Source: an optimization exercise on an open RTL-to-GDS flow (aim: small area, a short achievable clock period and few clock cycles). Production flows keep margins and buffers that such runs may drop.
At most, simulation tests tie the RTL to the original design; equivalence was not proved.
Power is estimated from default activity; no workload was simulated.

## keyword_tokenizer_unit
module keyword_tokenizer_unit (
  input  logic        clk_i,
  input  logic        rst_ni,
  input  logic        in_valid_i,
  output logic        in_ready_o,
  input  logic [7:0]  char_in_i,
  input  logic        end_of_input_i,
  output logic        out_valid_o,
  input  logic        out_ready_i,
  output logic [4:0]  token_kind_o,
  output logic [31:0] number_value_o,
  output logic [6:0]  text_length_o,
  output logic        is_chunk_o,
  output logic [63:0] text_chunk_o,
  output logic        last_o
);
Size: roughly 1,800 cells after synthesis, ~130 I/O pins, roughly 0.025 sq mm of cells after synthesis.
clock: 7.0 ns
lec_check: 0
abc_clock_period_in_ps: 2500
cap_margin: 20
core_margin: 2
core_utilization: 50
cts_buf_list: sky130_fd_sc_hd__clkbuf_16
cts_cluster_diameter: 60
cts_cluster_size: 24
setup_slack_margin: 4.0
slew_margin: 20
standard.sh (not shown) runs the stock make flow with config.mk's settings and CLKGATE_MAP_FILE= SYNTH_SCRIPT=/design/flow/synth_recipe.tcl, a recipe that flattens the netlist after the stock synthesis.
==> flow/flow/run.sh <==
#!/bin/bash
# Standard layout, with the port buffers made from plain buffers (buf_2) instead of the
# delay cell buffer_ports picks by default. Each tool's output goes to its own log here.
set -euo pipefail
bash standard.sh "BUFFER_PORTS_ARGS=-buffer_cell sky130_fd_sc_hd__buf_2" finish > standard.log 2>&1
Testbench counts at the start, summed over its fixed seeds: cycles 24,445.
Rerun with:
--- a/flow/config.mk
+++ b/flow/config.mk
@@ -9,8 +9,8 @@
 export CAP_MARGIN = 20
 export CORE_MARGIN = 2
-export CORE_UTILIZATION = 50
+export CORE_UTILIZATION = 40
 export CTS_BUF_LIST = sky130_fd_sc_hd__clkbuf_16
 export CTS_CLUSTER_DIAMETER = 60
 export CTS_CLUSTER_SIZE = 24
-export SETUP_SLACK_MARGIN = 4.0
+export SETUP_SLACK_MARGIN = 3.7
 export SLEW_MARGIN = 20
The new run ran to the end with no violations.
Worst hold slack gets worse by 0.0052 ns.
Power goes down by 1.9%.
Global-route usage goes down by 4.8 points.
Core utilization goes down by 12 points.
Routed wire length goes up by 0.88%.
Combinational power goes down by about 3%.

========
== main ==
Another version of the RTL of keyword_tokenizer_unit (not shown whole).
Size: ~0.023 mm² of cells after synthesis.
==> flow/config.mk <==
export PLATFORM = sky130hd
export DESIGN_NAME = keyword_tokenizer_unit
export DESIGN_NICKNAME = keyword_tokenizer_unit
export VERILOG_FILES = /design/flow/design.v
export SDC_FILE = /design/flow/constraint.sdc
export NUM_CORES = 4
export LEC_CHECK = 0
export ABC_CLOCK_PERIOD_IN_PS = 2500
export CAP_MARGIN = 20
export CORE_MARGIN = 2
export CORE_UTILIZATION = 40
export SETUP_SLACK_MARGIN = 4.0
export SLEW_MARGIN = 20
==> flow/constraint.sdc <==
create_clock -name core_clock -period 7.0 [get_ports {clk_i}]
set_input_delay 1.4000 -clock core_clock [delete_from_list [all_inputs] [get_ports {clk_i}]]
set_output_delay 1.4000 -clock core_clock [all_outputs]
set_load 0.01 [all_outputs]
Scripts as last shown in full above: flow/flow/run.sh
Setup changes, main to the feature branch
Settings: CTS_CLUSTER_DIAMETER newly set to 60; CORE_UTILIZATION changed from 40 to 55; CTS_CLUSTER_SIZE newly set to 30.
==> flow/run.sh (new file) <==
#!/bin/bash
# synth_recipe.tcl (not shown) runs the flow's synth.tcl, then flattens the netlist and writes it again
# the make line also repeats each setting of config.mk as NAME=value (left out here)
make -C /OpenROAD-flow-scripts/flow DESIGN_CONFIG=/design/flow/config.mk WORK_HOME=/design/flow/orfs CLKGATE_MAP_FILE= SYNTH_SCRIPT=/design/flow/synth_recipe.tcl finish
removed: flow/flow/run.sh
removed: flow/standard.sh
Findings:
Against main, the feature branch reports a total iterations of the first detailed-routing run that is lower. Looking at well-tap cell count across the feature branch and main, the one that comes out lower is the feature branch. Summary of the comparison: power is lower in the feature branch, relative to main. The lower fraction of power spent switching nets came out of main. Between the feature branch and main, the global routing usage on met2 is lower for main. Sequential share of cell area across the feature branch and main: no real change. Measured against each other, the feature branch and main differ in initial DRC count, the higher figure coming from main. [compare] base=main new=the feature branch: cell count after placement shrank by 227; highest clock rate grew by about 1.2%; half-perimeter wire length after detailed placement shrank by 4.0%; core utilization grew by 20 points.
No run of this note included a check of the RTL's function; only the layout flow was run.

========
## T
Another version of the RTL of keyword_tokenizer_unit (not shown whole).
For scale: roughly 580 flip-flops, ~130 I/O pins, about 25,000 um2 of cells after synthesis.
Design keyword_tokenizer_unit, start of the top module:
module keyword_tokenizer_unit (
  input  logic        clk_i,
  input  logic        rst_ni,
  input  logic        in_valid_i,
  output logic        in_ready_o,
  input  logic [7:0]  char_in_i,
  input  logic        end_of_input_i,
  output logic        out_valid_o,
  input  logic        out_ready_i,
  output logic [4:0]  token_kind_o,
  output logic [31:0] number_value_o,
  output logic [6:0]  text_length_o,
  output logic        is_chunk_o,
  output logic [63:0] text_chunk_o,
  output logic        last_o
);
==> flow/config.mk <==
export PLATFORM = sky130hd
export DESIGN_NAME = keyword_tokenizer_unit
export DESIGN_NICKNAME = keyword_tokenizer_unit
export VERILOG_FILES = /design/flow/design.v
export SDC_FILE = /design/flow/constraint.sdc
export NUM_CORES = 4
export LEC_CHECK = 0
export CAP_MARGIN = 20
export CORE_MARGIN = 2
export CORE_UTILIZATION = 40
export SLEW_MARGIN = 20
==> flow/constraint.sdc <==
create_clock -name core_clock -period 7.0 [get_ports {clk_i}]
set_input_delay 1.4000 -clock core_clock [delete_from_list [all_inputs] [get_ports {clk_i}]]
set_output_delay 1.4000 -clock core_clock [all_outputs]
set_load 0.01 [all_outputs]
run.sh (not shown) runs the stock make flow with config.mk's settings and CLKGATE_MAP_FILE= SYNTH_SCRIPT=/design/flow/synth_recipe.tcl, a recipe that flattens the netlist after the stock synthesis.
Stock flow here: none of the scripts above is used.
### T -> R
diff --git a/flow/config.mk b/flow/config.mk
--- a/flow/config.mk
+++ b/flow/config.mk
@@ -6,6 +6,8 @@
 export NUM_CORES = 4
 export LEC_CHECK = 0
+export ABC_CLOCK_PERIOD_IN_PS = 2500
 export CAP_MARGIN = 20
 export CORE_MARGIN = 2
 export CORE_UTILIZATION = 40
+export SETUP_SLACK_MARGIN = 4.5
 export SLEW_MARGIN = 20
Findings:
Number of gates given a new drive strength after cts on R is up relative to T.
| relative area change from synthesis to final layout | lower: T |
The lower via count of R and T is in T.
No run of this note included a check of the RTL's function; only the layout flow was run.

-- port drivers added, routing unchanged --
No port has a modelled driver above. Below, the same layouts with a new extraction and two added sets of constraints. Step 1, drivers: a clkbuf_16 drives clk_i and a buf_2 each remaining input, both assumed. Step 2, shift: input delay + t, output delay - t, t = (earliest + latest rising clock arrival at the registers) / 2. This alone moves slack from input paths to output paths. a / b / c = ideal / step 1 / step 2; a / b = the first two.
| run | t (ns) | setup WS [ns] | worst register clock-pin slew, ns | worst data-port slew with drivers (ns) |
|---|---|---|---|---|
| the first run of note 1 | 0.645 | 3.943 / 3.886 / 3.392 | 0.09 / 0.09 | 0.03 |
| the second run of note 1 | 0.647 | 3.907 / 3.907 / 3.348 | 0.10 / 0.10 | 0.04 |
| main | 0.666 | 3.259 / 3.259 / 3.196 | 0.07 / 0.07 | 0.03 |
| the feature branch | 0.622 | 3.304 / 3.304 / 3.038 | 0.11 / 0.11 | 0.03 |
| T | 0.690 | 2.435 / 2.435 / 1.783 | 0.07 / 0.07 | 0.03 |
| R | 0.675 | 3.667 / 3.667 / 3.299 | 0.07 / 0.07 | 0.03 |
After both steps setup and hold are still met in every run listed. For T, which loses most, drivers alone change the setup slack by 0.000 ns; drivers and shift together by -0.652 ns.
